This design comes from an exercise in tuning for small area, a short achievable clock period and few clock cycles per item on the open sky130 flow, not from production work.
Function was checked by simulation only, so behaviour that the tests miss may differ from the original.
No activity file was given, so power comes from the tool's default toggle rates.

==> design.v <==
module alu_exec_ctrl #(
  parameter int MUL_LAT = 3
) (
  input  logic        clk,
  input  logic        rst_n,
  input  logic        instr_valid,
  output logic        instr_ready,
  input  logic [31:0] instr,
  output logic        busy,
  output logic        done,
  output logic        illegal,
  output logic [4:0]  wb_addr,
  output logic [15:0] wb_data,
  output logic [15:0] sgpr_out,
  input  logic [4:0]  dbg_addr,
  output logic [15:0] dbg_data
);
  logic [15:0] gpr [32];
  logic [31:0] gv;
  logic [15:0] sgpr;
  logic        s1_v;
  logic [31:0] ir;
  logic [4:0]  s1_opc, rs1, rs2;
  logic        imm;
  assign s1_opc = ir[31:27];
  assign rs1    = ir[21:17];
  assign imm    = ir[16];
  assign rs2    = ir[15:11];
  logic        s2_v, s2_we, s2_mul, s2_fa, s2_fb;
  logic [4:0]  s2_opc, s2_rd;
  logic        s2_imm;
  logic [15:0] ra, rb;
  logic        s3_v, s3_we, s3_mul;
  logic [15:0] hs0, hs1, hi;
  logic        hc, s3_hc;
  assign hi = hs0 + hs1 + {15'd0, s3_hc};
  logic        stall;
  assign stall = s1_v && s1_opc == 5'd4 && s2_v && s2_we &&
                 (s2_rd == rs1 || (!imm && s2_rd == rs2));
  assign instr_ready = rst_n && !stall;
  logic [4:0]  addr_a;
  logic [31:0] sel_a, sel_b;
  logic [15:0] rd_a, rd_b;
  logic        w3a, w3b;
  assign addr_a = s1_v ? rs1 : dbg_addr;
  assign sel_a  = (s1_v ? (32'd1 << rs1) : (32'd1 << dbg_addr)) & gv;
  assign sel_b  = (32'd1 << rs2) & gv;
  always_comb begin
    rd_a = '0;
    rd_b = '0;
    for (int i = 0; i < 32; i++) begin
      rd_a = rd_a | (gpr[i] & {16{sel_a[i]}});
      rd_b = rd_b | (gpr[i] & {16{sel_b[i]}});
    end
  end
  assign dbg_data = rd_a;
  assign sgpr_out = sgpr;
  assign w3a      = s3_v && s3_we && wb_addr == rs1;
  assign w3b      = s3_v && s3_we && wb_addr == rs2;
  always_ff @(posedge clk) begin
    if (!stall) ir <= instr;
    s2_opc <= s1_opc;
    s2_rd  <= ir[26:22];
    s2_imm <= imm;
    s2_we  <= s1_opc <= 5'd11;
    s2_mul <= s1_opc == 5'd4;
    s2_fa  <= s2_v && s2_we && s2_rd == rs1;
    s2_fb  <= !imm && s2_v && s2_we && s2_rd == rs2;
    ra     <= w3a ? wb_data : rd_a;
    rb     <= imm ? ir[15:0] : w3b ? wb_data : rd_b;
  end
  logic [15:0] a, b, alu, sg, sum, mv, lo;
  logic [31:0] r0, r1;
  logic        sub;
  assign a = s2_fa ? wb_data : ra;
  assign b = s2_fb ? wb_data : rb;
  mul16_csa u_mul (.a(ra), .b(rb), .r0(r0), .r1(r1));
  assign {hc, lo} = {1'b0, r0[15:0]} + {1'b0, r1[15:0]};
  assign sg  = s3_v && s3_mul ? hi : sgpr;
  assign sub = s2_opc[0];
  assign sum = a + (b ^ {16{sub}}) + {15'd0, sub};
  assign mv  = s2_imm ? b : a;
  always_comb begin
    case (s2_opc)
      5'd0:    alu = sg;
      5'd1:    alu = mv;
      5'd2:    alu = sum;
      5'd3:    alu = sum;
      5'd5:    alu = a | b;
      5'd6:    alu = a & b;
      5'd7:    alu = a ^ b;
      5'd8:    alu = ~(a ^ b);
      5'd9:    alu = ~(a & b);
      5'd10:   alu = ~(a | b);
      5'd11:   alu = ~mv;
      default: alu = '0;
    endcase
  end
  always_ff @(posedge clk) begin
    s3_we   <= s2_we;
    s3_mul  <= s2_mul;
    wb_addr <= s2_rd;
    wb_data <= s2_mul ? lo : alu;
    hs0     <= r0[31:16];
    hs1     <= r1[31:16];
    s3_hc   <= hc;
    if (s3_v && s3_we) gpr[wb_addr] <= wb_data;
  end
  always_ff @(posedge clk or negedge rst_n)
    if (!rst_n) begin
      s1_v <= 1'b0;
      s2_v <= 1'b0;
      s3_v <= 1'b0;
      sgpr <= '0;
      gv   <= '0;
    end else begin
      s1_v <= stall || instr_valid;
      s2_v <= s1_v && !stall;
      s3_v <= s2_v;
      if (s3_v && s3_mul) sgpr <= hi;
      if (s3_v && s3_we) gv[wb_addr] <= 1'b1;
    end
  assign illegal = !s3_we;
  assign busy = s1_v || s2_v || s3_v;
  assign done = s3_v;
endmodule
module mul16_csa(input [15:0] a, input [15:0] b, output [31:0] r0, output [31:0] r1);
  wire pp0_0 = a[0] & b[0];
  wire pp0_1 = a[1] & b[0];
  wire pp0_2 = a[2] & b[0];
  wire pp0_3 = a[3] & b[0];
  wire pp0_4 = a[4] & b[0];
  wire pp0_5 = a[5] & b[0];
  wire pp0_6 = a[6] & b[0];
  wire pp0_7 = a[7] & b[0];
  wire pp0_8 = a[8] & b[0];
  wire pp0_9 = a[9] & b[0];
  wire pp0_10 = a[10] & b[0];
  wire pp0_11 = a[11] & b[0];
  wire pp0_12 = a[12] & b[0];
  wire pp0_13 = a[13] & b[0];
  wire pp0_14 = a[14] & b[0];
  wire pp0_15 = a[15] & b[0];
  wire pp1_0 = a[0] & b[1];
  wire pp1_1 = a[1] & b[1];
  wire pp1_2 = a[2] & b[1];
  wire pp1_3 = a[3] & b[1];
  wire pp1_4 = a[4] & b[1];
  wire pp1_5 = a[5] & b[1];
  wire pp1_6 = a[6] & b[1];
  wire pp1_7 = a[7] & b[1];
  wire pp1_8 = a[8] & b[1];
  wire pp1_9 = a[9] & b[1];
  wire pp1_10 = a[10] & b[1];
  wire pp1_11 = a[11] & b[1];
  wire pp1_12 = a[12] & b[1];
  wire pp1_13 = a[13] & b[1];
  wire pp1_14 = a[14] & b[1];
  wire pp1_15 = a[15] & b[1];
  wire pp2_0 = a[0] & b[2];
  wire pp2_1 = a[1] & b[2];
  wire pp2_2 = a[2] & b[2];
  wire pp2_3 = a[3] & b[2];
  wire pp2_4 = a[4] & b[2];
  wire pp2_5 = a[5] & b[2];
  wire pp2_6 = a[6] & b[2];
  wire pp2_7 = a[7] & b[2];
  wire pp2_8 = a[8] & b[2];
  wire pp2_9 = a[9] & b[2];
  wire pp2_10 = a[10] & b[2];
  wire pp2_11 = a[11] & b[2];
  wire pp2_12 = a[12] & b[2];
  wire pp2_13 = a[13] & b[2];
  wire pp2_14 = a[14] & b[2];
  wire pp2_15 = a[15] & b[2];
  wire pp3_0 = a[0] & b[3];
  wire pp3_1 = a[1] & b[3];
  wire pp3_2 = a[2] & b[3];
  wire pp3_3 = a[3] & b[3];
  wire pp3_4 = a[4] & b[3];
  wire pp3_5 = a[5] & b[3];
  wire pp3_6 = a[6] & b[3];
  wire pp3_7 = a[7] & b[3];
  wire pp3_8 = a[8] & b[3];
  wire pp3_9 = a[9] & b[3];
  wire pp3_10 = a[10] & b[3];
  wire pp3_11 = a[11] & b[3];
  wire pp3_12 = a[12] & b[3];
  wire pp3_13 = a[13] & b[3];
  wire pp3_14 = a[14] & b[3];
  wire pp3_15 = a[15] & b[3];
  wire pp4_0 = a[0] & b[4];
  wire pp4_1 = a[1] & b[4];
  wire pp4_2 = a[2] & b[4];
  wire pp4_3 = a[3] & b[4];
  wire pp4_4 = a[4] & b[4];
  wire pp4_5 = a[5] & b[4];
  wire pp4_6 = a[6] & b[4];
  wire pp4_7 = a[7] & b[4];
  wire pp4_8 = a[8] & b[4];
  wire pp4_9 = a[9] & b[4];
  wire pp4_10 = a[10] & b[4];
  wire pp4_11 = a[11] & b[4];
  wire pp4_12 = a[12] & b[4];
  wire pp4_13 = a[13] & b[4];
  wire pp4_14 = a[14] & b[4];
  wire pp4_15 = a[15] & b[4];
  wire pp5_0 = a[0] & b[5];
  wire pp5_1 = a[1] & b[5];
  wire pp5_2 = a[2] & b[5];
  wire pp5_3 = a[3] & b[5];
  wire pp5_4 = a[4] & b[5];
  wire pp5_5 = a[5] & b[5];
  wire pp5_6 = a[6] & b[5];
  wire pp5_7 = a[7] & b[5];
  wire pp5_8 = a[8] & b[5];
  wire pp5_9 = a[9] & b[5];
  wire pp5_10 = a[10] & b[5];
  wire pp5_11 = a[11] & b[5];
  wire pp5_12 = a[12] & b[5];
  wire pp5_13 = a[13] & b[5];
  wire pp5_14 = a[14] & b[5];
  wire pp5_15 = a[15] & b[5];
  wire pp6_0 = a[0] & b[6];
  wire pp6_1 = a[1] & b[6];
  wire pp6_2 = a[2] & b[6];
  wire pp6_3 = a[3] & b[6];
  wire pp6_4 = a[4] & b[6];
  wire pp6_5 = a[5] & b[6];
  wire pp6_6 = a[6] & b[6];
  wire pp6_7 = a[7] & b[6];
  wire pp6_8 = a[8] & b[6];
  wire pp6_9 = a[9] & b[6];
  wire pp6_10 = a[10] & b[6];
  wire pp6_11 = a[11] & b[6];
  wire pp6_12 = a[12] & b[6];
  wire pp6_13 = a[13] & b[6];
  wire pp6_14 = a[14] & b[6];
  wire pp6_15 = a[15] & b[6];
  wire pp7_0 = a[0] & b[7];
  wire pp7_1 = a[1] & b[7];
  wire pp7_2 = a[2] & b[7];
  wire pp7_3 = a[3] & b[7];
  wire pp7_4 = a[4] & b[7];
  wire pp7_5 = a[5] & b[7];
  wire pp7_6 = a[6] & b[7];
  wire pp7_7 = a[7] & b[7];
  wire pp7_8 = a[8] & b[7];
  wire pp7_9 = a[9] & b[7];
  wire pp7_10 = a[10] & b[7];
  wire pp7_11 = a[11] & b[7];
  wire pp7_12 = a[12] & b[7];
  wire pp7_13 = a[13] & b[7];
  wire pp7_14 = a[14] & b[7];
  wire pp7_15 = a[15] & b[7];
  wire pp8_0 = a[0] & b[8];
  wire pp8_1 = a[1] & b[8];
  wire pp8_2 = a[2] & b[8];
  wire pp8_3 = a[3] & b[8];
  wire pp8_4 = a[4] & b[8];
  wire pp8_5 = a[5] & b[8];
  wire pp8_6 = a[6] & b[8];
  wire pp8_7 = a[7] & b[8];
  wire pp8_8 = a[8] & b[8];
  wire pp8_9 = a[9] & b[8];
  wire pp8_10 = a[10] & b[8];
  wire pp8_11 = a[11] & b[8];
  wire pp8_12 = a[12] & b[8];
  wire pp8_13 = a[13] & b[8];
  wire pp8_14 = a[14] & b[8];
  wire pp8_15 = a[15] & b[8];
  wire pp9_0 = a[0] & b[9];
  wire pp9_1 = a[1] & b[9];
  wire pp9_2 = a[2] & b[9];
  wire pp9_3 = a[3] & b[9];
  wire pp9_4 = a[4] & b[9];
  wire pp9_5 = a[5] & b[9];
  wire pp9_6 = a[6] & b[9];
  wire pp9_7 = a[7] & b[9];
  wire pp9_8 = a[8] & b[9];
  wire pp9_9 = a[9] & b[9];
  wire pp9_10 = a[10] & b[9];
  wire pp9_11 = a[11] & b[9];
  wire pp9_12 = a[12] & b[9];
  wire pp9_13 = a[13] & b[9];
  wire pp9_14 = a[14] & b[9];
  wire pp9_15 = a[15] & b[9];
  wire pp10_0 = a[0] & b[10];
  wire pp10_1 = a[1] & b[10];
  wire pp10_2 = a[2] & b[10];
  wire pp10_3 = a[3] & b[10];
  wire pp10_4 = a[4] & b[10];
  wire pp10_5 = a[5] & b[10];
  wire pp10_6 = a[6] & b[10];
  wire pp10_7 = a[7] & b[10];
  wire pp10_8 = a[8] & b[10];
  wire pp10_9 = a[9] & b[10];
  wire pp10_10 = a[10] & b[10];
  wire pp10_11 = a[11] & b[10];
  wire pp10_12 = a[12] & b[10];
  wire pp10_13 = a[13] & b[10];
  wire pp10_14 = a[14] & b[10];
  wire pp10_15 = a[15] & b[10];
  wire pp11_0 = a[0] & b[11];
  wire pp11_1 = a[1] & b[11];
  wire pp11_2 = a[2] & b[11];
  wire pp11_3 = a[3] & b[11];
  wire pp11_4 = a[4] & b[11];
  wire pp11_5 = a[5] & b[11];
  wire pp11_6 = a[6] & b[11];
  wire pp11_7 = a[7] & b[11];
  wire pp11_8 = a[8] & b[11];
  wire pp11_9 = a[9] & b[11];
  wire pp11_10 = a[10] & b[11];
  wire pp11_11 = a[11] & b[11];
  wire pp11_12 = a[12] & b[11];
  wire pp11_13 = a[13] & b[11];
  wire pp11_14 = a[14] & b[11];
  wire pp11_15 = a[15] & b[11];
  wire pp12_0 = a[0] & b[12];
  wire pp12_1 = a[1] & b[12];
  wire pp12_2 = a[2] & b[12];
  wire pp12_3 = a[3] & b[12];
  wire pp12_4 = a[4] & b[12];
  wire pp12_5 = a[5] & b[12];
  wire pp12_6 = a[6] & b[12];
  wire pp12_7 = a[7] & b[12];
  wire pp12_8 = a[8] & b[12];
  wire pp12_9 = a[9] & b[12];
  wire pp12_10 = a[10] & b[12];
  wire pp12_11 = a[11] & b[12];
  wire pp12_12 = a[12] & b[12];
  wire pp12_13 = a[13] & b[12];
  wire pp12_14 = a[14] & b[12];
  wire pp12_15 = a[15] & b[12];
  wire pp13_0 = a[0] & b[13];
  wire pp13_1 = a[1] & b[13];
  wire pp13_2 = a[2] & b[13];
  wire pp13_3 = a[3] & b[13];
  wire pp13_4 = a[4] & b[13];
  wire pp13_5 = a[5] & b[13];
  wire pp13_6 = a[6] & b[13];
  wire pp13_7 = a[7] & b[13];
  wire pp13_8 = a[8] & b[13];
  wire pp13_9 = a[9] & b[13];
  wire pp13_10 = a[10] & b[13];
  wire pp13_11 = a[11] & b[13];
  wire pp13_12 = a[12] & b[13];
  wire pp13_13 = a[13] & b[13];
  wire pp13_14 = a[14] & b[13];
  wire pp13_15 = a[15] & b[13];
  wire pp14_0 = a[0] & b[14];
  wire pp14_1 = a[1] & b[14];
  wire pp14_2 = a[2] & b[14];
  wire pp14_3 = a[3] & b[14];
  wire pp14_4 = a[4] & b[14];
  wire pp14_5 = a[5] & b[14];
  wire pp14_6 = a[6] & b[14];
  wire pp14_7 = a[7] & b[14];
  wire pp14_8 = a[8] & b[14];
  wire pp14_9 = a[9] & b[14];
  wire pp14_10 = a[10] & b[14];
  wire pp14_11 = a[11] & b[14];
  wire pp14_12 = a[12] & b[14];
  wire pp14_13 = a[13] & b[14];
  wire pp14_14 = a[14] & b[14];
  wire pp14_15 = a[15] & b[14];
  wire pp15_0 = a[0] & b[15];
  wire pp15_1 = a[1] & b[15];
  wire pp15_2 = a[2] & b[15];
  wire pp15_3 = a[3] & b[15];
  wire pp15_4 = a[4] & b[15];
  wire pp15_5 = a[5] & b[15];
  wire pp15_6 = a[6] & b[15];
  wire pp15_7 = a[7] & b[15];
  wire pp15_8 = a[8] & b[15];
  wire pp15_9 = a[9] & b[15];
  wire pp15_10 = a[10] & b[15];
  wire pp15_11 = a[11] & b[15];
  wire pp15_12 = a[12] & b[15];
  wire pp15_13 = a[13] & b[15];
  wire pp15_14 = a[14] & b[15];
  wire pp15_15 = a[15] & b[15];
  wire s0 = pp0_13 ^ pp1_12;
  wire c0 = pp0_13 & pp1_12;
  wire s1 = pp0_14 ^ pp1_13 ^ pp2_12;
  wire c1 = (pp0_14 & pp1_13) | (pp0_14 & pp2_12) | (pp1_13 & pp2_12);
  wire s2 = pp3_11 ^ pp4_10;
  wire c2 = pp3_11 & pp4_10;
  wire s3 = pp0_15 ^ pp1_14 ^ pp2_13;
  wire c3 = (pp0_15 & pp1_14) | (pp0_15 & pp2_13) | (pp1_14 & pp2_13);
  wire s4 = pp3_12 ^ pp4_11 ^ pp5_10;
  wire c4 = (pp3_12 & pp4_11) | (pp3_12 & pp5_10) | (pp4_11 & pp5_10);
  wire s5 = pp6_9 ^ pp7_8;
  wire c5 = pp6_9 & pp7_8;
  wire s6 = pp1_15 ^ pp2_14 ^ pp3_13;
  wire c6 = (pp1_15 & pp2_14) | (pp1_15 & pp3_13) | (pp2_14 & pp3_13);
  wire s7 = pp4_12 ^ pp5_11 ^ pp6_10;
  wire c7 = (pp4_12 & pp5_11) | (pp4_12 & pp6_10) | (pp5_11 & pp6_10);
  wire s8 = pp7_9 ^ pp8_8;
  wire c8 = pp7_9 & pp8_8;
  wire s9 = pp2_15 ^ pp3_14 ^ pp4_13;
  wire c9 = (pp2_15 & pp3_14) | (pp2_15 & pp4_13) | (pp3_14 & pp4_13);
  wire s10 = pp5_12 ^ pp6_11 ^ pp7_10;
  wire c10 = (pp5_12 & pp6_11) | (pp5_12 & pp7_10) | (pp6_11 & pp7_10);
  wire s11 = pp3_15 ^ pp4_14 ^ pp5_13;
  wire c11 = (pp3_15 & pp4_14) | (pp3_15 & pp5_13) | (pp4_14 & pp5_13);
  wire s12 = pp0_9 ^ pp1_8;
  wire c12 = pp0_9 & pp1_8;
  wire s13 = pp0_10 ^ pp1_9 ^ pp2_8;
  wire c13 = (pp0_10 & pp1_9) | (pp0_10 & pp2_8) | (pp1_9 & pp2_8);
  wire s14 = pp3_7 ^ pp4_6;
  wire c14 = pp3_7 & pp4_6;
  wire s15 = pp0_11 ^ pp1_10 ^ pp2_9;
  wire c15 = (pp0_11 & pp1_10) | (pp0_11 & pp2_9) | (pp1_10 & pp2_9);
  wire s16 = pp3_8 ^ pp4_7 ^ pp5_6;
  wire c16 = (pp3_8 & pp4_7) | (pp3_8 & pp5_6) | (pp4_7 & pp5_6);
  wire s17 = pp6_5 ^ pp7_4;
  wire c17 = pp6_5 & pp7_4;
  wire s18 = pp0_12 ^ pp1_11 ^ pp2_10;
  wire c18 = (pp0_12 & pp1_11) | (pp0_12 & pp2_10) | (pp1_11 & pp2_10);
  wire s19 = pp3_9 ^ pp4_8 ^ pp5_7;
  wire c19 = (pp3_9 & pp4_8) | (pp3_9 & pp5_7) | (pp4_8 & pp5_7);
  wire s20 = pp6_6 ^ pp7_5 ^ pp8_4;
  wire c20 = (pp6_6 & pp7_5) | (pp6_6 & pp8_4) | (pp7_5 & pp8_4);
  wire s21 = pp9_3 ^ pp10_2;
  wire c21 = pp9_3 & pp10_2;
  wire s22 = pp2_11 ^ pp3_10 ^ pp4_9;
  wire c22 = (pp2_11 & pp3_10) | (pp2_11 & pp4_9) | (pp3_10 & pp4_9);
  wire s23 = pp5_8 ^ pp6_7 ^ pp7_6;
  wire c23 = (pp5_8 & pp6_7) | (pp5_8 & pp7_6) | (pp6_7 & pp7_6);
  wire s24 = pp8_5 ^ pp9_4 ^ pp10_3;
  wire c24 = (pp8_5 & pp9_4) | (pp8_5 & pp10_3) | (pp9_4 & pp10_3);
  wire s25 = pp11_2 ^ pp12_1 ^ pp13_0;
  wire c25 = (pp11_2 & pp12_1) | (pp11_2 & pp13_0) | (pp12_1 & pp13_0);
  wire s26 = pp5_9 ^ pp6_8 ^ pp7_7;
  wire c26 = (pp5_9 & pp6_8) | (pp5_9 & pp7_7) | (pp6_8 & pp7_7);
  wire s27 = pp8_6 ^ pp9_5 ^ pp10_4;
  wire c27 = (pp8_6 & pp9_5) | (pp8_6 & pp10_4) | (pp9_5 & pp10_4);
  wire s28 = pp11_3 ^ pp12_2 ^ pp13_1;
  wire c28 = (pp11_3 & pp12_2) | (pp11_3 & pp13_1) | (pp12_2 & pp13_1);
  wire s29 = pp14_0 ^ s1 ^ s2;
  wire c29 = (pp14_0 & s1) | (pp14_0 & s2) | (s1 & s2);
  wire s30 = pp8_7 ^ pp9_6 ^ pp10_5;
  wire c30 = (pp8_7 & pp9_6) | (pp8_7 & pp10_5) | (pp9_6 & pp10_5);
  wire s31 = pp11_4 ^ pp12_3 ^ pp13_2;
  wire c31 = (pp11_4 & pp12_3) | (pp11_4 & pp13_2) | (pp12_3 & pp13_2);
  wire s32 = pp14_1 ^ pp15_0 ^ s3;
  wire c32 = (pp14_1 & pp15_0) | (pp14_1 & s3) | (pp15_0 & s3);
  wire s33 = s4 ^ s5 ^ c1;
  wire c33 = (s4 & s5) | (s4 & c1) | (s5 & c1);
  wire s34 = pp9_7 ^ pp10_6 ^ pp11_5;
  wire c34 = (pp9_7 & pp10_6) | (pp9_7 & pp11_5) | (pp10_6 & pp11_5);
  wire s35 = pp12_4 ^ pp13_3 ^ pp14_2;
  wire c35 = (pp12_4 & pp13_3) | (pp12_4 & pp14_2) | (pp13_3 & pp14_2);
  wire s36 = pp15_1 ^ s6 ^ s7;
  wire c36 = (pp15_1 & s6) | (pp15_1 & s7) | (s6 & s7);
  wire s37 = s8 ^ c3 ^ c4;
  wire c37 = (s8 & c3) | (s8 & c4) | (c3 & c4);
  wire s38 = pp8_9 ^ pp9_8 ^ pp10_7;
  wire c38 = (pp8_9 & pp9_8) | (pp8_9 & pp10_7) | (pp9_8 & pp10_7);
  wire s39 = pp11_6 ^ pp12_5 ^ pp13_4;
  wire c39 = (pp11_6 & pp12_5) | (pp11_6 & pp13_4) | (pp12_5 & pp13_4);
  wire s40 = pp14_3 ^ pp15_2 ^ s9;
  wire c40 = (pp14_3 & pp15_2) | (pp14_3 & s9) | (pp15_2 & s9);
  wire s41 = s10 ^ c6 ^ c7;
  wire c41 = (s10 & c6) | (s10 & c7) | (c6 & c7);
  wire s42 = pp6_12 ^ pp7_11 ^ pp8_10;
  wire c42 = (pp6_12 & pp7_11) | (pp6_12 & pp8_10) | (pp7_11 & pp8_10);
  wire s43 = pp9_9 ^ pp10_8 ^ pp11_7;
  wire c43 = (pp9_9 & pp10_8) | (pp9_9 & pp11_7) | (pp10_8 & pp11_7);
  wire s44 = pp12_6 ^ pp13_5 ^ pp14_4;
  wire c44 = (pp12_6 & pp13_5) | (pp12_6 & pp14_4) | (pp13_5 & pp14_4);
  wire s45 = pp15_3 ^ s11 ^ c9;
  wire c45 = (pp15_3 & s11) | (pp15_3 & c9) | (s11 & c9);
  wire s46 = pp4_15 ^ pp5_14 ^ pp6_13;
  wire c46 = (pp4_15 & pp5_14) | (pp4_15 & pp6_13) | (pp5_14 & pp6_13);
  wire s47 = pp7_12 ^ pp8_11 ^ pp9_10;
  wire c47 = (pp7_12 & pp8_11) | (pp7_12 & pp9_10) | (pp8_11 & pp9_10);
  wire s48 = pp10_9 ^ pp11_8 ^ pp12_7;
  wire c48 = (pp10_9 & pp11_8) | (pp10_9 & pp12_7) | (pp11_8 & pp12_7);
  wire s49 = pp13_6 ^ pp14_5 ^ pp15_4;
  wire c49 = (pp13_6 & pp14_5) | (pp13_6 & pp15_4) | (pp14_5 & pp15_4);
  wire s50 = pp5_15 ^ pp6_14 ^ pp7_13;
  wire c50 = (pp5_15 & pp6_14) | (pp5_15 & pp7_13) | (pp6_14 & pp7_13);
  wire s51 = pp8_12 ^ pp9_11 ^ pp10_10;
  wire c51 = (pp8_12 & pp9_11) | (pp8_12 & pp10_10) | (pp9_11 & pp10_10);
  wire s52 = pp11_9 ^ pp12_8 ^ pp13_7;
  wire c52 = (pp11_9 & pp12_8) | (pp11_9 & pp13_7) | (pp12_8 & pp13_7);
  wire s53 = pp6_15 ^ pp7_14 ^ pp8_13;
  wire c53 = (pp6_15 & pp7_14) | (pp6_15 & pp8_13) | (pp7_14 & pp8_13);
  wire s54 = pp9_12 ^ pp10_11 ^ pp11_10;
  wire c54 = (pp9_12 & pp10_11) | (pp9_12 & pp11_10) | (pp10_11 & pp11_10);
  wire s55 = pp7_15 ^ pp8_14 ^ pp9_13;
  wire c55 = (pp7_15 & pp8_14) | (pp7_15 & pp9_13) | (pp8_14 & pp9_13);
  wire s56 = pp0_6 ^ pp1_5;
  wire c56 = pp0_6 & pp1_5;
  wire s57 = pp0_7 ^ pp1_6 ^ pp2_5;
  wire c57 = (pp0_7 & pp1_6) | (pp0_7 & pp2_5) | (pp1_6 & pp2_5);
  wire s58 = pp3_4 ^ pp4_3;
  wire c58 = pp3_4 & pp4_3;
  wire s59 = pp0_8 ^ pp1_7 ^ pp2_6;
  wire c59 = (pp0_8 & pp1_7) | (pp0_8 & pp2_6) | (pp1_7 & pp2_6);
  wire s60 = pp3_5 ^ pp4_4 ^ pp5_3;
  wire c60 = (pp3_5 & pp4_4) | (pp3_5 & pp5_3) | (pp4_4 & pp5_3);
  wire s61 = pp6_2 ^ pp7_1;
  wire c61 = pp6_2 & pp7_1;
  wire s62 = pp2_7 ^ pp3_6 ^ pp4_5;
  wire c62 = (pp2_7 & pp3_6) | (pp2_7 & pp4_5) | (pp3_6 & pp4_5);
  wire s63 = pp5_4 ^ pp6_3 ^ pp7_2;
  wire c63 = (pp5_4 & pp6_3) | (pp5_4 & pp7_2) | (pp6_3 & pp7_2);
  wire s64 = pp8_1 ^ pp9_0 ^ s12;
  wire c64 = (pp8_1 & pp9_0) | (pp8_1 & s12) | (pp9_0 & s12);
  wire s65 = pp5_5 ^ pp6_4 ^ pp7_3;
  wire c65 = (pp5_5 & pp6_4) | (pp5_5 & pp7_3) | (pp6_4 & pp7_3);
  wire s66 = pp8_2 ^ pp9_1 ^ pp10_0;
  wire c66 = (pp8_2 & pp9_1) | (pp8_2 & pp10_0) | (pp9_1 & pp10_0);
  wire s67 = s13 ^ s14 ^ c12;
  wire c67 = (s13 & s14) | (s13 & c12) | (s14 & c12);
  wire s68 = pp8_3 ^ pp9_2 ^ pp10_1;
  wire c68 = (pp8_3 & pp9_2) | (pp8_3 & pp10_1) | (pp9_2 & pp10_1);
  wire s69 = pp11_0 ^ s15 ^ s16;
  wire c69 = (pp11_0 & s15) | (pp11_0 & s16) | (s15 & s16);
  wire s70 = s17 ^ c13 ^ c14;
  wire c70 = (s17 & c13) | (s17 & c14) | (c13 & c14);
  wire s71 = pp11_1 ^ pp12_0 ^ s18;
  wire c71 = (pp11_1 & pp12_0) | (pp11_1 & s18) | (pp12_0 & s18);
  wire s72 = s19 ^ s20 ^ s21;
  wire c72 = (s19 & s20) | (s19 & s21) | (s20 & s21);
  wire s73 = c15 ^ c16 ^ c17;
  wire c73 = (c15 & c16) | (c15 & c17) | (c16 & c17);
  wire s74 = s0 ^ s22 ^ s23;
  wire c74 = (s0 & s22) | (s0 & s23) | (s22 & s23);
  wire s75 = s24 ^ s25 ^ c18;
  wire c75 = (s24 & s25) | (s24 & c18) | (s25 & c18);
  wire s76 = c19 ^ c20 ^ c21;
  wire c76 = (c19 & c20) | (c19 & c21) | (c20 & c21);
  wire s77 = c0 ^ s26 ^ s27;
  wire c77 = (c0 & s26) | (c0 & s27) | (s26 & s27);
  wire s78 = s28 ^ s29 ^ c22;
  wire c78 = (s28 & s29) | (s28 & c22) | (s29 & c22);
  wire s79 = c23 ^ c24 ^ c25;
  wire c79 = (c23 & c24) | (c23 & c25) | (c24 & c25);
  wire s80 = c2 ^ s30 ^ s31;
  wire c80 = (c2 & s30) | (c2 & s31) | (s30 & s31);
  wire s81 = s32 ^ s33 ^ c26;
  wire c81 = (s32 & s33) | (s32 & c26) | (s33 & c26);
  wire s82 = c27 ^ c28 ^ c29;
  wire c82 = (c27 & c28) | (c27 & c29) | (c28 & c29);
  wire s83 = c5 ^ s34 ^ s35;
  wire c83 = (c5 & s34) | (c5 & s35) | (s34 & s35);
  wire s84 = s36 ^ s37 ^ c30;
  wire c84 = (s36 & s37) | (s36 & c30) | (s37 & c30);
  wire s85 = c31 ^ c32 ^ c33;
  wire c85 = (c31 & c32) | (c31 & c33) | (c32 & c33);
  wire s86 = c8 ^ s38 ^ s39;
  wire c86 = (c8 & s38) | (c8 & s39) | (s38 & s39);
  wire s87 = s40 ^ s41 ^ c34;
  wire c87 = (s40 & s41) | (s40 & c34) | (s41 & c34);
  wire s88 = c35 ^ c36 ^ c37;
  wire c88 = (c35 & c36) | (c35 & c37) | (c36 & c37);
  wire s89 = c10 ^ s42 ^ s43;
  wire c89 = (c10 & s42) | (c10 & s43) | (s42 & s43);
  wire s90 = s44 ^ s45 ^ c38;
  wire c90 = (s44 & s45) | (s44 & c38) | (s45 & c38);
  wire s91 = c39 ^ c40 ^ c41;
  wire c91 = (c39 & c40) | (c39 & c41) | (c40 & c41);
  wire s92 = c11 ^ s46 ^ s47;
  wire c92 = (c11 & s46) | (c11 & s47) | (s46 & s47);
  wire s93 = s48 ^ s49 ^ c42;
  wire c93 = (s48 & s49) | (s48 & c42) | (s49 & c42);
  wire s94 = c43 ^ c44 ^ c45;
  wire c94 = (c43 & c44) | (c43 & c45) | (c44 & c45);
  wire s95 = pp14_6 ^ pp15_5 ^ s50;
  wire c95 = (pp14_6 & pp15_5) | (pp14_6 & s50) | (pp15_5 & s50);
  wire s96 = s51 ^ s52 ^ c46;
  wire c96 = (s51 & s52) | (s51 & c46) | (s52 & c46);
  wire s97 = c47 ^ c48 ^ c49;
  wire c97 = (c47 & c48) | (c47 & c49) | (c48 & c49);
  wire s98 = pp12_9 ^ pp13_8 ^ pp14_7;
  wire c98 = (pp12_9 & pp13_8) | (pp12_9 & pp14_7) | (pp13_8 & pp14_7);
  wire s99 = pp15_6 ^ s53 ^ s54;
  wire c99 = (pp15_6 & s53) | (pp15_6 & s54) | (s53 & s54);
  wire s100 = c50 ^ c51 ^ c52;
  wire c100 = (c50 & c51) | (c50 & c52) | (c51 & c52);
  wire s101 = pp10_12 ^ pp11_11 ^ pp12_10;
  wire c101 = (pp10_12 & pp11_11) | (pp10_12 & pp12_10) | (pp11_11 & pp12_10);
  wire s102 = pp13_9 ^ pp14_8 ^ pp15_7;
  wire c102 = (pp13_9 & pp14_8) | (pp13_9 & pp15_7) | (pp14_8 & pp15_7);
  wire s103 = s55 ^ c53 ^ c54;
  wire c103 = (s55 & c53) | (s55 & c54) | (c53 & c54);
  wire s104 = pp8_15 ^ pp9_14 ^ pp10_13;
  wire c104 = (pp8_15 & pp9_14) | (pp8_15 & pp10_13) | (pp9_14 & pp10_13);
  wire s105 = pp11_12 ^ pp12_11 ^ pp13_10;
  wire c105 = (pp11_12 & pp12_11) | (pp11_12 & pp13_10) | (pp12_11 & pp13_10);
  wire s106 = pp14_9 ^ pp15_8 ^ c55;
  wire c106 = (pp14_9 & pp15_8) | (pp14_9 & c55) | (pp15_8 & c55);
  wire s107 = pp9_15 ^ pp10_14 ^ pp11_13;
  wire c107 = (pp9_15 & pp10_14) | (pp9_15 & pp11_13) | (pp10_14 & pp11_13);
  wire s108 = pp12_12 ^ pp13_11 ^ pp14_10;
  wire c108 = (pp12_12 & pp13_11) | (pp12_12 & pp14_10) | (pp13_11 & pp14_10);
  wire s109 = pp10_15 ^ pp11_14 ^ pp12_13;
  wire c109 = (pp10_15 & pp11_14) | (pp10_15 & pp12_13) | (pp11_14 & pp12_13);
  wire s110 = pp0_4 ^ pp1_3;
  wire c110 = pp0_4 & pp1_3;
  wire s111 = pp0_5 ^ pp1_4 ^ pp2_3;
  wire c111 = (pp0_5 & pp1_4) | (pp0_5 & pp2_3) | (pp1_4 & pp2_3);
  wire s112 = pp3_2 ^ pp4_1;
  wire c112 = pp3_2 & pp4_1;
  wire s113 = pp2_4 ^ pp3_3 ^ pp4_2;
  wire c113 = (pp2_4 & pp3_3) | (pp2_4 & pp4_2) | (pp3_3 & pp4_2);
  wire s114 = pp5_1 ^ pp6_0 ^ s56;
  wire c114 = (pp5_1 & pp6_0) | (pp5_1 & s56) | (pp6_0 & s56);
  wire s115 = pp5_2 ^ pp6_1 ^ pp7_0;
  wire c115 = (pp5_2 & pp6_1) | (pp5_2 & pp7_0) | (pp6_1 & pp7_0);
  wire s116 = s57 ^ s58 ^ c56;
  wire c116 = (s57 & s58) | (s57 & c56) | (s58 & c56);
  wire s117 = pp8_0 ^ s59 ^ s60;
  wire c117 = (pp8_0 & s59) | (pp8_0 & s60) | (s59 & s60);
  wire s118 = s61 ^ c57 ^ c58;
  wire c118 = (s61 & c57) | (s61 & c58) | (c57 & c58);
  wire s119 = s62 ^ s63 ^ s64;
  wire c119 = (s62 & s63) | (s62 & s64) | (s63 & s64);
  wire s120 = c59 ^ c60 ^ c61;
  wire c120 = (c59 & c60) | (c59 & c61) | (c60 & c61);
  wire s121 = s65 ^ s66 ^ s67;
  wire c121 = (s65 & s66) | (s65 & s67) | (s66 & s67);
  wire s122 = c62 ^ c63 ^ c64;
  wire c122 = (c62 & c63) | (c62 & c64) | (c63 & c64);
  wire s123 = s68 ^ s69 ^ s70;
  wire c123 = (s68 & s69) | (s68 & s70) | (s69 & s70);
  wire s124 = c65 ^ c66 ^ c67;
  wire c124 = (c65 & c66) | (c65 & c67) | (c66 & c67);
  wire s125 = s71 ^ s72 ^ s73;
  wire c125 = (s71 & s72) | (s71 & s73) | (s72 & s73);
  wire s126 = c68 ^ c69 ^ c70;
  wire c126 = (c68 & c69) | (c68 & c70) | (c69 & c70);
  wire s127 = s74 ^ s75 ^ s76;
  wire c127 = (s74 & s75) | (s74 & s76) | (s75 & s76);
  wire s128 = c71 ^ c72 ^ c73;
  wire c128 = (c71 & c72) | (c71 & c73) | (c72 & c73);
  wire s129 = s77 ^ s78 ^ s79;
  wire c129 = (s77 & s78) | (s77 & s79) | (s78 & s79);
  wire s130 = c74 ^ c75 ^ c76;
  wire c130 = (c74 & c75) | (c74 & c76) | (c75 & c76);
  wire s131 = s80 ^ s81 ^ s82;
  wire c131 = (s80 & s81) | (s80 & s82) | (s81 & s82);
  wire s132 = c77 ^ c78 ^ c79;
  wire c132 = (c77 & c78) | (c77 & c79) | (c78 & c79);
  wire s133 = s83 ^ s84 ^ s85;
  wire c133 = (s83 & s84) | (s83 & s85) | (s84 & s85);
  wire s134 = c80 ^ c81 ^ c82;
  wire c134 = (c80 & c81) | (c80 & c82) | (c81 & c82);
  wire s135 = s86 ^ s87 ^ s88;
  wire c135 = (s86 & s87) | (s86 & s88) | (s87 & s88);
  wire s136 = c83 ^ c84 ^ c85;
  wire c136 = (c83 & c84) | (c83 & c85) | (c84 & c85);
  wire s137 = s89 ^ s90 ^ s91;
  wire c137 = (s89 & s90) | (s89 & s91) | (s90 & s91);
  wire s138 = c86 ^ c87 ^ c88;
  wire c138 = (c86 & c87) | (c86 & c88) | (c87 & c88);
  wire s139 = s92 ^ s93 ^ s94;
  wire c139 = (s92 & s93) | (s92 & s94) | (s93 & s94);
  wire s140 = c89 ^ c90 ^ c91;
  wire c140 = (c89 & c90) | (c89 & c91) | (c90 & c91);
  wire s141 = s95 ^ s96 ^ s97;
  wire c141 = (s95 & s96) | (s95 & s97) | (s96 & s97);
  wire s142 = c92 ^ c93 ^ c94;
  wire c142 = (c92 & c93) | (c92 & c94) | (c93 & c94);
  wire s143 = s98 ^ s99 ^ s100;
  wire c143 = (s98 & s99) | (s98 & s100) | (s99 & s100);
  wire s144 = c95 ^ c96 ^ c97;
  wire c144 = (c95 & c96) | (c95 & c97) | (c96 & c97);
  wire s145 = s101 ^ s102 ^ s103;
  wire c145 = (s101 & s102) | (s101 & s103) | (s102 & s103);
  wire s146 = c98 ^ c99 ^ c100;
  wire c146 = (c98 & c99) | (c98 & c100) | (c99 & c100);
  wire s147 = s104 ^ s105 ^ s106;
  wire c147 = (s104 & s105) | (s104 & s106) | (s105 & s106);
  wire s148 = c101 ^ c102 ^ c103;
  wire c148 = (c101 & c102) | (c101 & c103) | (c102 & c103);
  wire s149 = pp15_9 ^ s107 ^ s108;
  wire c149 = (pp15_9 & s107) | (pp15_9 & s108) | (s107 & s108);
  wire s150 = c104 ^ c105 ^ c106;
  wire c150 = (c104 & c105) | (c104 & c106) | (c105 & c106);
  wire s151 = pp13_12 ^ pp14_11 ^ pp15_10;
  wire c151 = (pp13_12 & pp14_11) | (pp13_12 & pp15_10) | (pp14_11 & pp15_10);
  wire s152 = s109 ^ c107 ^ c108;
  wire c152 = (s109 & c107) | (s109 & c108) | (c107 & c108);
  wire s153 = pp11_15 ^ pp12_14 ^ pp13_13;
  wire c153 = (pp11_15 & pp12_14) | (pp11_15 & pp13_13) | (pp12_14 & pp13_13);
  wire s154 = pp14_12 ^ pp15_11 ^ c109;
  wire c154 = (pp14_12 & pp15_11) | (pp14_12 & c109) | (pp15_11 & c109);
  wire s155 = pp12_15 ^ pp13_14 ^ pp14_13;
  wire c155 = (pp12_15 & pp13_14) | (pp12_15 & pp14_13) | (pp13_14 & pp14_13);
  wire s156 = pp0_3 ^ pp1_2;
  wire c156 = pp0_3 & pp1_2;
  wire s157 = pp2_2 ^ pp3_1 ^ pp4_0;
  wire c157 = (pp2_2 & pp3_1) | (pp2_2 & pp4_0) | (pp3_1 & pp4_0);
  wire s158 = pp5_0 ^ s111 ^ s112;
  wire c158 = (pp5_0 & s111) | (pp5_0 & s112) | (s111 & s112);
  wire s159 = s113 ^ s114 ^ c111;
  wire c159 = (s113 & s114) | (s113 & c111) | (s114 & c111);
  wire s160 = s115 ^ s116 ^ c113;
  wire c160 = (s115 & s116) | (s115 & c113) | (s116 & c113);
  wire s161 = s117 ^ s118 ^ c115;
  wire c161 = (s117 & s118) | (s117 & c115) | (s118 & c115);
  wire s162 = s119 ^ s120 ^ c117;
  wire c162 = (s119 & s120) | (s119 & c117) | (s120 & c117);
  wire s163 = s121 ^ s122 ^ c119;
  wire c163 = (s121 & s122) | (s121 & c119) | (s122 & c119);
  wire s164 = s123 ^ s124 ^ c121;
  wire c164 = (s123 & s124) | (s123 & c121) | (s124 & c121);
  wire s165 = s125 ^ s126 ^ c123;
  wire c165 = (s125 & s126) | (s125 & c123) | (s126 & c123);
  wire s166 = s127 ^ s128 ^ c125;
  wire c166 = (s127 & s128) | (s127 & c125) | (s128 & c125);
  wire s167 = s129 ^ s130 ^ c127;
  wire c167 = (s129 & s130) | (s129 & c127) | (s130 & c127);
  wire s168 = s131 ^ s132 ^ c129;
  wire c168 = (s131 & s132) | (s131 & c129) | (s132 & c129);
  wire s169 = s133 ^ s134 ^ c131;
  wire c169 = (s133 & s134) | (s133 & c131) | (s134 & c131);
  wire s170 = s135 ^ s136 ^ c133;
  wire c170 = (s135 & s136) | (s135 & c133) | (s136 & c133);
  wire s171 = s137 ^ s138 ^ c135;
  wire c171 = (s137 & s138) | (s137 & c135) | (s138 & c135);
  wire s172 = s139 ^ s140 ^ c137;
  wire c172 = (s139 & s140) | (s139 & c137) | (s140 & c137);
  wire s173 = s141 ^ s142 ^ c139;
  wire c173 = (s141 & s142) | (s141 & c139) | (s142 & c139);
  wire s174 = s143 ^ s144 ^ c141;
  wire c174 = (s143 & s144) | (s143 & c141) | (s144 & c141);
  wire s175 = s145 ^ s146 ^ c143;
  wire c175 = (s145 & s146) | (s145 & c143) | (s146 & c143);
  wire s176 = s147 ^ s148 ^ c145;
  wire c176 = (s147 & s148) | (s147 & c145) | (s148 & c145);
  wire s177 = s149 ^ s150 ^ c147;
  wire c177 = (s149 & s150) | (s149 & c147) | (s150 & c147);
  wire s178 = s151 ^ s152 ^ c149;
  wire c178 = (s151 & s152) | (s151 & c149) | (s152 & c149);
  wire s179 = s153 ^ s154 ^ c151;
  wire c179 = (s153 & s154) | (s153 & c151) | (s154 & c151);
  wire s180 = pp15_12 ^ s155 ^ c153;
  wire c180 = (pp15_12 & s155) | (pp15_12 & c153) | (s155 & c153);
  wire s181 = pp13_15 ^ pp14_14 ^ pp15_13;
  wire c181 = (pp13_15 & pp14_14) | (pp13_15 & pp15_13) | (pp14_14 & pp15_13);
  wire s182 = pp0_2 ^ pp1_1;
  wire c182 = pp0_2 & pp1_1;
  wire s183 = pp2_1 ^ pp3_0 ^ s156;
  wire c183 = (pp2_1 & pp3_0) | (pp2_1 & s156) | (pp3_0 & s156);
  wire s184 = s110 ^ s157 ^ c156;
  wire c184 = (s110 & s157) | (s110 & c156) | (s157 & c156);
  wire s185 = c110 ^ s158 ^ c157;
  wire c185 = (c110 & s158) | (c110 & c157) | (s158 & c157);
  wire s186 = c112 ^ s159 ^ c158;
  wire c186 = (c112 & s159) | (c112 & c158) | (s159 & c158);
  wire s187 = c114 ^ s160 ^ c159;
  wire c187 = (c114 & s160) | (c114 & c159) | (s160 & c159);
  wire s188 = c116 ^ s161 ^ c160;
  wire c188 = (c116 & s161) | (c116 & c160) | (s161 & c160);
  wire s189 = c118 ^ s162 ^ c161;
  wire c189 = (c118 & s162) | (c118 & c161) | (s162 & c161);
  wire s190 = c120 ^ s163 ^ c162;
  wire c190 = (c120 & s163) | (c120 & c162) | (s163 & c162);
  wire s191 = c122 ^ s164 ^ c163;
  wire c191 = (c122 & s164) | (c122 & c163) | (s164 & c163);
  wire s192 = c124 ^ s165 ^ c164;
  wire c192 = (c124 & s165) | (c124 & c164) | (s165 & c164);
  wire s193 = c126 ^ s166 ^ c165;
  wire c193 = (c126 & s166) | (c126 & c165) | (s166 & c165);
  wire s194 = c128 ^ s167 ^ c166;
  wire c194 = (c128 & s167) | (c128 & c166) | (s167 & c166);
  wire s195 = c130 ^ s168 ^ c167;
  wire c195 = (c130 & s168) | (c130 & c167) | (s168 & c167);
  wire s196 = c132 ^ s169 ^ c168;
  wire c196 = (c132 & s169) | (c132 & c168) | (s169 & c168);
  wire s197 = c134 ^ s170 ^ c169;
  wire c197 = (c134 & s170) | (c134 & c169) | (s170 & c169);
  wire s198 = c136 ^ s171 ^ c170;
  wire c198 = (c136 & s171) | (c136 & c170) | (s171 & c170);
  wire s199 = c138 ^ s172 ^ c171;
  wire c199 = (c138 & s172) | (c138 & c171) | (s172 & c171);
  wire s200 = c140 ^ s173 ^ c172;
  wire c200 = (c140 & s173) | (c140 & c172) | (s173 & c172);
  wire s201 = c142 ^ s174 ^ c173;
  wire c201 = (c142 & s174) | (c142 & c173) | (s174 & c173);
  wire s202 = c144 ^ s175 ^ c174;
  wire c202 = (c144 & s175) | (c144 & c174) | (s175 & c174);
  wire s203 = c146 ^ s176 ^ c175;
  wire c203 = (c146 & s176) | (c146 & c175) | (s176 & c175);
  wire s204 = c148 ^ s177 ^ c176;
  wire c204 = (c148 & s177) | (c148 & c176) | (s177 & c176);
  wire s205 = c150 ^ s178 ^ c177;
  wire c205 = (c150 & s178) | (c150 & c177) | (s178 & c177);
  wire s206 = c152 ^ s179 ^ c178;
  wire c206 = (c152 & s179) | (c152 & c178) | (s179 & c178);
  wire s207 = c154 ^ s180 ^ c179;
  wire c207 = (c154 & s180) | (c154 & c179) | (s180 & c179);
  wire s208 = c155 ^ s181 ^ c180;
  wire c208 = (c155 & s181) | (c155 & c180) | (s181 & c180);
  wire s209 = pp14_15 ^ pp15_14 ^ c181;
  wire c209 = (pp14_15 & pp15_14) | (pp14_15 & c181) | (pp15_14 & c181);
  assign r0 = {1'b0, pp15_15, s209, s208, s207, s206, s205, s204, s203, s202, s201, s200, s199, s198, s197, s196, s195, s194, s193, s192, s191, s190, s189, s188, s187, s186, s185, s184, s183, pp2_0, pp0_1, pp0_0};
  assign r1 = {1'b0, c209, c208, c207, c206, c205, c204, c203, c202, c201, c200, c199, c198, c197, c196, c195, c194, c193, c192, c191, c190, c189, c188, c187, c186, c185, c184, c183, c182, s182, pp1_0, 1'b0};
endmodule
==> flow/run.sh <==
#!/bin/bash
# The standard layout (standard.sh: standard synthesis through finish), with clock tree
# synthesis using clkbuf_4 buffers and no dummy loads. All tool output goes to
# standard_flow.log here; ORFS's per-step logs stay under orfs/logs/.
set -o pipefail
export CTS_ARGS="-sink_clustering_enable -repair_clock_nets -dont_use_dummy_load -buf_list sky130_fd_sc_hd__clkbuf_4"
bash standard.sh > standard_flow.log 2>&1
==> standard.sh <==
#!/bin/bash
# synth_recipe.tcl (not shown) runs the flow's synth.tcl, then flattens the netlist and writes it again
# the make line also repeats each setting of config.mk as NAME=value (left out here)
make -C /OpenROAD-flow-scripts/flow DESIGN_CONFIG=/design/flow/config.mk WORK_HOME=/design/flow/orfs CLKGATE_MAP_FILE= SYNTH_SCRIPT=/design/flow/synth_recipe.tcl "${@:-finish}"
==> config.mk <==
export PLATFORM = sky130hd
export DESIGN_NAME = alu_exec_ctrl
export DESIGN_NICKNAME = alu_exec_ctrl
export VERILOG_FILES = /design/flow/design.v
export SDC_FILE = /design/flow/constraint.sdc
export NUM_CORES = 4
export LEC_CHECK = 0
export CAP_MARGIN = 5
export CORE_MARGIN = 2
export CORE_UTILIZATION = 60
export PLACE_DENSITY = 0.75
export SETUP_SLACK_MARGIN = 4
export SLEW_MARGIN = 5
export TNS_END_PERCENT = 5
==> constraint.sdc <==
create_clock -name core_clock -period 10.0 [get_ports {clk}]
set_input_delay 2.0000 -clock core_clock [delete_from_list [all_inputs] [get_ports {clk}]]
set_output_delay 2.0000 -clock core_clock [all_outputs]
set_load 0.01 [all_outputs]
==> results of run 1 <==
## final cells by class
class,count,area share [%]
Inverter,245,2.125
Clock buffer,175,3.035
Tap cell,846,2.446
Antenna cell,8,0.04625
Sequential cell,696,45.37
Multi-Input combinational cell,2029,40.46
Timing Repair Buffer,283,6.525
## power by group through the flow
stage               clock (mW)  combinational [mW]  sequential [mW]
floorplan                    0               0.790             3.43
global placement             0                1.19             3.49
detailed placement           0                1.23             3.49
CTS                       1.84                1.27             3.43
global route              1.97                1.41             3.45
finish                    1.84                1.30             3.45
## timing repair
action	CTS	global route
buffers inserted	77	1
cloned	4	0
gates resized for setup	256	18
endpoints found under the setup margin	16	16
pin swaps	44	15
## path summary, 6_finish.rpt
check	to	slack, ns	cells past startpoint
max	dbg_data[7]	3.73	10
min	s2_rd[0]	0.33	0
max reg2reg	wb_data[15]	4.50	15
min reg2reg	s2_rd[0]	0.33	0
max in group asynchronous	sgpr[2]	8.26	2
min in group asynchronous	gv[15]	1.17	2
## registers in the layout (all words and copies together), names as in the netlist, 15 cells and up
| name | cells |
|---|---|
| rb | 16 |
| ra | 16 |
| hs0 | 15 |
| wb_data | 16 |
| sgpr | 16 |
| hs1 | 15 |
| gv | 32 |
| gpr | 512 |
| ir | 32 |
## cell usage after synthesis, types with 5 or more instances
cell type / n
nor2_1: 103
a221oi_1: 56
a221oi_2: 10
xor2_1: 30
nor4_1: 23
ha_1: 94
a21o_1: 48
or4_4: 8
nand3b_1: 7
dfrtp_1: 51
o21a_1: 5
dfxtp_1: 101
fa_1: 199
nand4_1: 98
and3_1: 69
edfxtp_1: 544
a211oi_1: 18
o21bai_1: 7
nand2_1: 141
nor3_1: 13
nor3b_1: 6
o21ai_0: 60
buf_6: 9
a22oi_1: 400
nand2b_1: 13
o211ai_1: 7
nor2b_1: 10
a22o_1: 60
buf_1: 6
a21oi_1: 65
mux2i_1: 32
inv_1: 245
clkbuf_1: 176
xnor2_1: 46
mux2_2: 35
and2_1: 215
o22ai_1: 14
buf_2: 21
or4_1: 7
nand3_1: 59
o21ai_1: 14
## per-layer routing
layer  global-route usage [%]  wire length (um)  vias up
li1                         -                 -    12330
met1                    56.76             50570    15490
met2                    69.72             66690     3542
met3                    24.96             28670     1160
met4                    33.38             14820       22
met5                    2.558               444        -
## stage by stage
step           hold slack (ns)  cells
2_1_floorplan           0.3233   3182
3_3_place_gp            0.3285   4017
3_5_place_dp            0.3285   4017
4_1_cts                 0.3257   4273
5_1_grt                 0.3381   4278
6_report                0.3270   4282
## cell families (layout without fill, tap and decap cells)
group | Yosys count | after routing
buf+inv | 457 | 703
mux | 69 | 69
flops | 696 | 696
compound gates | 802 | 802
fa+ha+maj | 293 | 293
simple gates | 789 | 789
xor+xnor | 76 | 76
other cells | 0 | 8
## critical path, delay by kind of cell
family / cells / cell delay [ns]
and+or+nand+nor: 3 / 0.94
buffers and inverters: 5 / 0.88
AOI/OAI and AO/OA: 2 / 0.44
==> flow_summary.ini, run 1 <==
[setup_path]
critPathRequiredTime_ns = 8.00
cpMostUsedCell = buf_4
worst_ep_arrival_time_ns = 4.27
slowest_stage = or4_4
cp_max_fo = 13
path_cells = buf_2 > o32ai_2 > buf_4 > and3_4 > buf_12 > buf_4 > a22oi_1 > nand3_1 > or4_4 > buf_6
crit_start = dbg_addr[0]
worstSetupPathType = in2out
cpPeakStageDelay_ns = 0.61
reg2reg_from = ra[5]
crit_path_end_kind = output port
start_kind = input port

[clock_tree]
cts.sinks = 696
cts-root-buf = clkbuf_4
numCtsBuffers = 175
cts_buffer_depth = 3
tritoncts = built
clock_latency_ns = 1.04
clk_pin_slew_ns = 0.07
postCtsHoldBufs = 0
htree_levels = 4

[pwr]
p_clk_share_pct = 27.9
p_sw_share_pct = 30.66
powerDensity_nw_per_um2 = 152.3
finalPower_mw = 6.592
leakage_nw = 16.55
combinationalPowerShare_pct = 19.7
p_sw_mw = 2.021
worst_ir_drop_vdd_uv = 118.4
seq_power_share_pct = 52.3
power.internal_mw = 4.571

[timing]
period_share_pct = 62.69
fin_ws_ns = 3.731
worst_clock_skew_ns = 0.1355
finalSetupTns_ns = 0
layout_min_cycle_time_ns = 6.269
max_slew_margin_pct = 7.928
setup-violations-final = 0
slew_viol_final = 0
tightest_slew_ns = 1.368
hold_viol_final = 0
fmax_ghz = 0.1595
rsz0062_at_grt = true

[global_route]
overflow = 0
grt_pass1_wl_um = 224600
gr-usage-all-layers_pct = 48.69
antenna_found_initial = 14
grt_pass1_vias = 31950
grt_max_degree = 53

[floorplanning]
dieArea_um2 = 65790
die_w_um = 256.5
num_rows = 92
initial_core_util_pct = 60.64
die_h_um = 256.5
coreArea_um2 = 63080
boundaryPins = 97

[detailed_routing]
ant_nets = 0
wl_per_cell_um = 37.64
vias_per_cell = 7.600
dr_total_vias = 32540
routed_wl_um = 161200
firstDrtPassIters = 29
drt_iter0_drc = 6471
drc = 0

[min_path]
min_path_type = reg2reg
min_from = ir[22]

[synthesis]
synth_compound_area_share_pct = 15.46
synth-main-ff-cell = edfxtp_1
yosys.area.top_type_share_pct = 42.70
synth.avg_cell_area_um2 = 12.02
yosys-top-cells-area = edfxtp_1 (43%), fa_1 (10%), a22oi_1 (7.8%)
netlist_area_um2 = 38250
synth_largest_area_cell = edfxtp_1
ys_seq_elements = 696
synth_top_family_by_area = compound AO/OA/AOI/OAI gates
synth-seq-area-share_pct = 51.32
async_flop_share_pct = 7.328
synthCells = 3182
synth_mux_area_share_pct = 1.966
synth_fp_nets = 3515
ys_warn_count = 1
synth-simple-area-share_pct = 11.29
synthXorXnorAreaFrac_pct = 1.740
ys_types = 66
synthAdderAreaFrac_pct = 13.49
synth_edf_count = 544

[placement]
place_ws_ns = 2.430
gp_congestion = 1.029
hpwl_um = 93560
io_buffers = 96
dpl-instance-area_um2 = 40380

[finish]
multi_input_area_um2 = 17510
layout_commonest_cell = edfxtp_1
stdcell_area_um2 = 43280
finalNetCount = 3763
syn2layout_area_growth_pct = 13.14
drive_gt1_share_pct = 16.57
register_area_um2 = 19640
fillers = 4645
final_cell_mix = edfxtp_1 (544), a22oi_1 (396), inv_1 (244)
utilization_pct = 68.61

[outcome]
status = complete, no violations

[job]
cap_violations = 0
Testbench counts, summed over its fixed seeds: cycles 32,137, instrs 32,000.
==> run 2: changes to the inputs <==
==> flow/run.sh (replaced) <==
#!/bin/bash
# The standard layout (standard.sh: standard synthesis through finish), with clock tree
# synthesis using clkbuf_4 buffers and no dummy loads, and the port buffers made from buf_1.
# All tool output goes to standard_flow.log here; ORFS's per-step logs stay under orfs/logs/.
set -o pipefail
export CTS_ARGS="-sink_clustering_enable -repair_clock_nets -dont_use_dummy_load -buf_list sky130_fd_sc_hd__clkbuf_4"
export BUFFER_PORTS_ARGS="-buffer_cell sky130_fd_sc_hd__buf_1"
bash standard.sh > standard_flow.log 2>&1
==> flow_summary.ini, run 2 <==
[finish]
drive_gt1_share_pct = 14.28
final_cell_mix = edfxtp_1 (544), a22oi_1 (400), inv_1 (244)
largest_reg_flops = 512
instances_no_fill = 4227
fillers = 4834
register_area_um2 = 19640
multi_input_area_um2 = 17350
layout_commonest_cell = edfxtp_1
top_register = gpr
top_regs = gpr (512), gv (32), ir (32)
finalNetCount = 3711
syn2layout_area_growth_pct = 9.825

[global_route]
grt_pass1_vias = 31490
grt_pass1_wl_um = 216100
gr-usage-all-layers_pct = 46.51
grt_max_degree = 53
overflow = 0
antenna_found_initial = 7

[pwr]
powerDensity_nw_per_um2 = 154.7
leakage_nw = 16.01
p_sw_mw = 1.987
p_clk_share_pct = 27.7
p_sw_share_pct = 30.56
worst_ir_drop_vdd_uv = 115.0
combinationalPowerShare_pct = 19.2
seq_power_share_pct = 53.0
power.internal_mw = 4.514

[clock_tree]
numCtsBuffers = 172
tritoncts = built
clock_latency_ns = 1.07
postCtsHoldBufs = 0
cts_buffer_depth = 3
cts-root-buf = clkbuf_4
cts.sinks = 696
htree_levels = 4
clk_pin_slew_ns = 0.07

[synthesis]
netlist_area_um2 = 38250
synth_fp_nets = 3515
synth-seq-area-share_pct = 51.32
yosys-top-cells-area = edfxtp_1 (43%), fa_1 (10%), a22oi_1 (7.8%)
synthCells = 3182
synth.most_common_cell = edfxtp_1
synth.avg_cell_area_um2 = 12.02
ys_warn_count = 1
synth_edf_count = 544
synth-main-ff-cell = edfxtp_1
async_flop_share_pct = 7.328
ys_seq_elements = 696
synth_common_cells = edfxtp_1 (544), a22oi_1 (400), inv_1 (245)
ys_types = 66
synth_largest_area_cell = edfxtp_1
yosys.area.top_type_share_pct = 42.70

[setup_path]
worstSetupPathType = in2out
path_buf_inv = 3
worst_ep_arrival_time_ns = 4.21
critPathRequiredTime_ns = 8.00
cp_max_fo = 16
slowest_stage = or4_4
start_kind = input port
path_cells = buf_8 > mux2i_4 > a21oi_4 > and3_1 > buf_6 > a221oi_1 > nand3_1 > or4_4 > clkbuf_2
cp_top_family = simple AND/OR/NAND/NOR gates
cpPeakStageDelay_ns = 0.53
crit_path_end_kind = output port

[timing]
rsz0062_at_grt = true
tightest_slew_ns = 1.684
worst_clock_skew_ns = 0.1528
setup-violations-final = 0
fin_ws_ns = 3.787
hold_viol_final = 0
layout_min_cycle_time_ns = 6.213
max_slew_margin_pct = -13.32
fmax_ghz = 0.1610
period_share_pct = 62.13
slew_viol_final = 3
finalSetupTns_ns = 0

[detailed_routing]
drt_iter0_drc = 6171
ant_nets = 0
routed_wl_um = 154600
firstDrtPassIters = 14
vias_per_cell = 7.588
drc = 0
wl_per_cell_um = 36.58
dr_total_vias = 32070

[min_path]
min_path_type = reg2reg

[outcome]
status = finished with violations
violations = max-capacitance violations, max-slew violations

[floorplanning]
die_h_um = 256.5
num_rows = 92
dieArea_um2 = 65790
coreArea_um2 = 63080
boundaryPins = 97
initial_core_util_pct = 60.64
die_w_um = 256.5

[placement]
io_buffers = 96
gp_congestion = 1.016
hpwl_um = 91660
place_ws_ns = 3.450
dp_cells = 4019

[job]
cap_violations = 1
-- run 2: cell count changes in the layout (fill, tap and decap cells not counted), sizes merged --
cell	delta
bufbuf	-1
clkdlybuf4s50	-74
dlygate4sd2	-1
buf	+21
o22ai	+1
clkbuf	+2
diode	-3
-- run 2: routing by layer --
layer	vias up	global-route usage (%)	part of all wire (%)
met3	1137	21.18	18
met1	15360	55.67	32
met4	8	33.19	9.3
met2	3332	66.61	41
li1	12240	-	-
met5	-	0.4386	0.052
-- run 2: area by class of cell --
| cell class | instances | area share [%] |
|---|---|---|
| inverter | 245 | 2.195 |
| timing repair buffer | 233 | 4.146 |
| multi-input combinational | 2030 | 41.30 |
| sequential | 696 | 46.74 |
| tap | 846 | 2.520 |
| clock buffer | 172 | 3.073 |
| antenna | 5 | 0.02978 |
-- run 2: cells by family after synthesis --
logic type	after synthesis	synth area share [%]
AOI/OAI and AO/OA	802	15.46
xor gates and xnor gates	76	1.740
adders and majority gates	293	13.49
buffers and inverters	457	4.729
DFF	696	51.32
muxes	69	1.966
and+or+nand+nor	789	11.29
-- run 2: final timing paths --
kind,start,end,slack (ns),cells past startpoint
max,dbg_addr[4],dbg_data[11],3.79,9
min,ir[22],s2_rd[0],0.33,0
max reg2reg,ra[8],wb_data[15],4.38,17
min reg2reg,ir[22],s2_rd[0],0.33,0
max in group asynchronous,rst_n,sgpr[13],8.32,2
min in group asynchronous,rst_n,s1_v,1.16,2
-- run 2: power by group through the flow --
stage / clock network, mW / registers, mW / logic [mW]
3_3_place_gp: 0 / 3.49 / 1.15
3_5_place_dp: 0 / 3.49 / 1.19
5_1_grt: 1.94 / 3.45 / 1.36
6_report: 1.80 / 3.45 / 1.25
2_1_floorplan: 0 / 3.43 / 0.790
4_1_cts: 1.81 / 3.44 / 1.21
-- run 2: stage by stage --
step                      area [um2]  utilization, %  power [mW]  hold WS [ns]
final                          42010           66.60       6.500        0.3334
after global routing           42010           66.59       6.753        0.3479
after CTS                      41440           65.70       6.449        0.3366
after detailed placement       39780           63.06       4.685        0.3332
after global placement         39780           63.06       4.639        0.3289
after floorplan                38250               -       4.225        0.3233
-- run 2: repair_timing --
item / 4_1_cts / 5_1_grt
gates cloned: 1 / 1
setup buffers: 1 / 28
pin swaps: 11 / 28
endpoints found under the setup margin: 16 / 16
resized for setup: 87 / 70
==> run 3: changes to the inputs <==
--- a/config.mk
+++ b/config.mk
@@ -6,9 +6,9 @@
 export NUM_CORES = 4
 export LEC_CHECK = 0
-export CAP_MARGIN = 5
+export CAP_MARGIN = 20
 export CORE_MARGIN = 2
 export CORE_UTILIZATION = 60
 export PLACE_DENSITY = 0.75
 export SETUP_SLACK_MARGIN = 4
-export SLEW_MARGIN = 5
+export SLEW_MARGIN = 20
 export TNS_END_PERCENT = 5
==> flow_summary.ini, run 3 <==
[finish]
fillers = 4863
utilization_pct = 66.69
drive_gt1_share_pct = 14.46
stdcell_area_um2 = 42070
instances_no_fill = 4235
top_register = gpr
syn2layout_area_growth_pct = 9.966
top_regs = gpr (512), gv (32), ir (32)
register_area_um2 = 19640
multi_input_area_um2 = 17350
final_cell_mix = edfxtp_1 (544), a22oi_1 (399), inv_1 (244)
largest_reg_flops = 512
finalNetCount = 3717
layout_commonest_cell = edfxtp_1

[detailed_routing]
firstDrtPassIters = 14
dr_total_vias = 32220
drt_iter0_drc = 6065
ant_nets = 0
vias_per_cell = 7.609
wl_per_cell_um = 36.90
routed_wl_um = 156300
drc = 0

[synthesis]
synth_top_family_by_area = compound AO/OA/AOI/OAI gates
synthCells = 3182
synth_fp_nets = 3515
synth.avg_cell_area_um2 = 12.02
synthAdderAreaFrac_pct = 13.49
yosys-top-cells-area = edfxtp_1 (43%), fa_1 (10%), a22oi_1 (7.8%)
synthXorXnorAreaFrac_pct = 1.740
ys_warn_count = 1
synth-seq-area-share_pct = 51.32
synth_largest_area_cell = edfxtp_1
ys_seq_elements = 696
ys_types = 66
synth-main-ff-cell = edfxtp_1
synth_edf_count = 544
synth_mux_area_share_pct = 1.966
synth_common_cells = edfxtp_1 (544), a22oi_1 (400), inv_1 (245)
async_flop_share_pct = 7.328
netlist_area_um2 = 38250
synth.most_common_cell = edfxtp_1
synth_compound_area_share_pct = 15.46
synth-simple-area-share_pct = 11.29
yosys.area.top_type_share_pct = 42.70

[setup_path]
r2r_end = wb_data[15]
cp_max_fo = 16
cp_top_family = simple AND/OR/NAND/NOR gates
reg2reg_setup_slack_ns = 4.33
cpPeakStageDelay_ns = 0.46
critPathRequiredTime_ns = 8.00
path_cells = buf_2 > nand3b_1 > a21oi_2 > and3_1 > buf_4 > a22o_1 > a221oi_1 > nand3_1 > or4_4 > buf_2
cpMostUsedCell = buf_2
reg2reg_from = ra[8]
slowest_stage = or4_4
ff2ff_path_depth = 17
worstSetupPathType = in2out
start_kind = input port
path_buf_inv = 3
crit_path_end_kind = output port
worst_ep_arrival_time_ns = 4.23

[clock_tree]
clock_latency_ns = 1.09
clk_pin_slew_ns = 0.07
postCtsHoldBufs = 0
tritoncts = built
cts.sinks = 696
htree_levels = 4
cts-root-buf = clkbuf_4
numCtsBuffers = 176
cts_buffer_depth = 3

[floorplanning]
die_h_um = 256.5
boundaryPins = 97
coreArea_um2 = 63080
dieArea_um2 = 65790
die_w_um = 256.5
initial_core_util_pct = 60.64
num_rows = 92

[timing]
layout_min_cycle_time_ns = 6.228
finalSetupTns_ns = 0
tightest_slew_ns = 1.315
max_slew_margin_pct = 11.53
whs_ns = 0.3374
worst_clock_skew_ns = 0.1007
setup-violations-final = 0
hold_viol_final = 0
fmax_ghz = 0.1606
rsz0062_at_grt = true
slew_viol_final = 0
period_share_pct = 62.28

[global_route]
antenna_found_initial = 10
grt_pass1_wl_um = 217300
gr-usage-all-layers_pct = 46.87
grt_max_degree = 53
overflow = 0
grt_pass1_vias = 31580

[placement]
io_buffers = 96
hpwl_um = 91770
gp_congestion = 1.016
dpl-instance-area_um2 = 39780
dp_cells = 4019

[min_path]
hold_end = s2_rd[1]
whs_path_depth = 0
min_from = ir[23]
min_path_type = reg2reg

[pwr]
powerDensity_nw_per_um2 = 155.5
worst_ir_drop_vdd_uv = 112.9
leakage_nw = 16.05

[outcome]
status = complete, no violations

[job]
cap_violations = 0
run 3: cell counts after synthesis:
Identical to the previous run, type by type.
run 3: logic make-up (layout without fill, tap and decap cells):
family,count (synthesis),count (layout)
other,0,7
AOI/OAI and AO/OA,802,803
and+or+nand+nor,789,789
adders and majority gates,293,293
xor gates and xnor gates,76,76
muxes,69,69
DFF,696,696
buffers and inverters,457,656
run 3: worst max path at each step:
stage                 from           end  slack [ns]  cells past startpoint
2_1_floorplan  dbg_addr[3]  dbg_data[14]        4.30                      8
3_3_place_gp   dbg_addr[1]  dbg_data[10]        3.53                     10
3_5_place_dp   dbg_addr[1]  dbg_data[10]        3.40                     10
4_1_cts        dbg_addr[4]   dbg_data[5]        3.85                     10
5_1_grt        dbg_addr[2]   dbg_data[7]        3.77                     10
6_report       dbg_addr[3]   dbg_data[5]        3.77                     10
run 3: through the flow:
stage,power (mW),setup WS (ns)
floorplan,4.225,4.304
global placement,4.639,3.532
detailed placement,4.689,3.405
CTS,6.485,3.851
global route,6.782,3.769
finish,6.542,3.773
run 3: power breakdown:
part           switching (mW)  internal [mW]
Combinational           0.786          0.465
Clock                    1.05          0.793
Sequential              0.174           3.27
run 3: worst reg2reg max path, stage by stage, from the launching register on:
cell and delay (ns):
dfxtp_1 0.98, and2_1 0.28, fa_1 0.42, fa_1 0.50
inv_1 0.06, fa_1 0.49, fa_1 0.49, inv_1 0.05
fa_1 0.45, ha_1 0.36, a21oi_1 0.21, o21bai_1 0.12
a21o_1 0.20, a41oi_1 0.31, o21ai_0 0.17, xor2_1 0.17
nand2_1 0.08, o211ai_1 0.12
run 3: final cells by class:
class | instances | area share (%)
sequential | 696 | 46.68
multi-input combinational | 2030 | 41.25
timing repair buffer | 235 | 4.176
clock buffer | 176 | 3.141
tap | 846 | 2.516
inverter | 245 | 2.192
antenna | 7 | 0.04164
run 3: what timing repair did:
item	in CTS	in global routing
cloned	1	1
setup endpoints to repair	16	16
resized for setup	86	57
pin swaps	11	20
setup buffers	7	24
run 3: routing by layer:
metal  share of wire [%]  track usage [%]  vias up  wire (um)
li1                    -                -    12240          -
met1                  31            55.71    15290      49210
met2                  41            67.15     3415      64100
met3                  17            22.01     1266      26820
met4                  10            32.88       19      15800
met5                0.22            2.047        -        351

port drivers added, routing unchanged:
Ports are ideal in the flow. The routed layouts listed here were re-timed in OpenROAD. Step 1, drivers: a clkbuf_16 drives clk and a buf_2 each remaining input, both assumed. Step 2 times the ports against the registers' clock, not the clock port: input delays grow and output delays shrink by t, the midpoint of the rising clock arrivals with the driver on. a / b / c = ideal / step 1 / step 2; a / b = the first two.
run	t (ns)	slack for setup (ns)	worst hold slack (ns)	pins driven straight from the clock port
run 1	1.044	3.731 / 3.688 / 3.688	0.327 / 0.327 / 0.327	1
run 2	1.051	3.787 / 3.734 / 3.734	0.333 / 0.333 / 0.333	1
run 3	1.095	3.772 / 3.720 / 3.720	0.337 / 0.337 / 0.337	1
The setup slack of run 2, which loses most, moves by -0.053 ns with the drivers and by -0.053 ns with both steps.
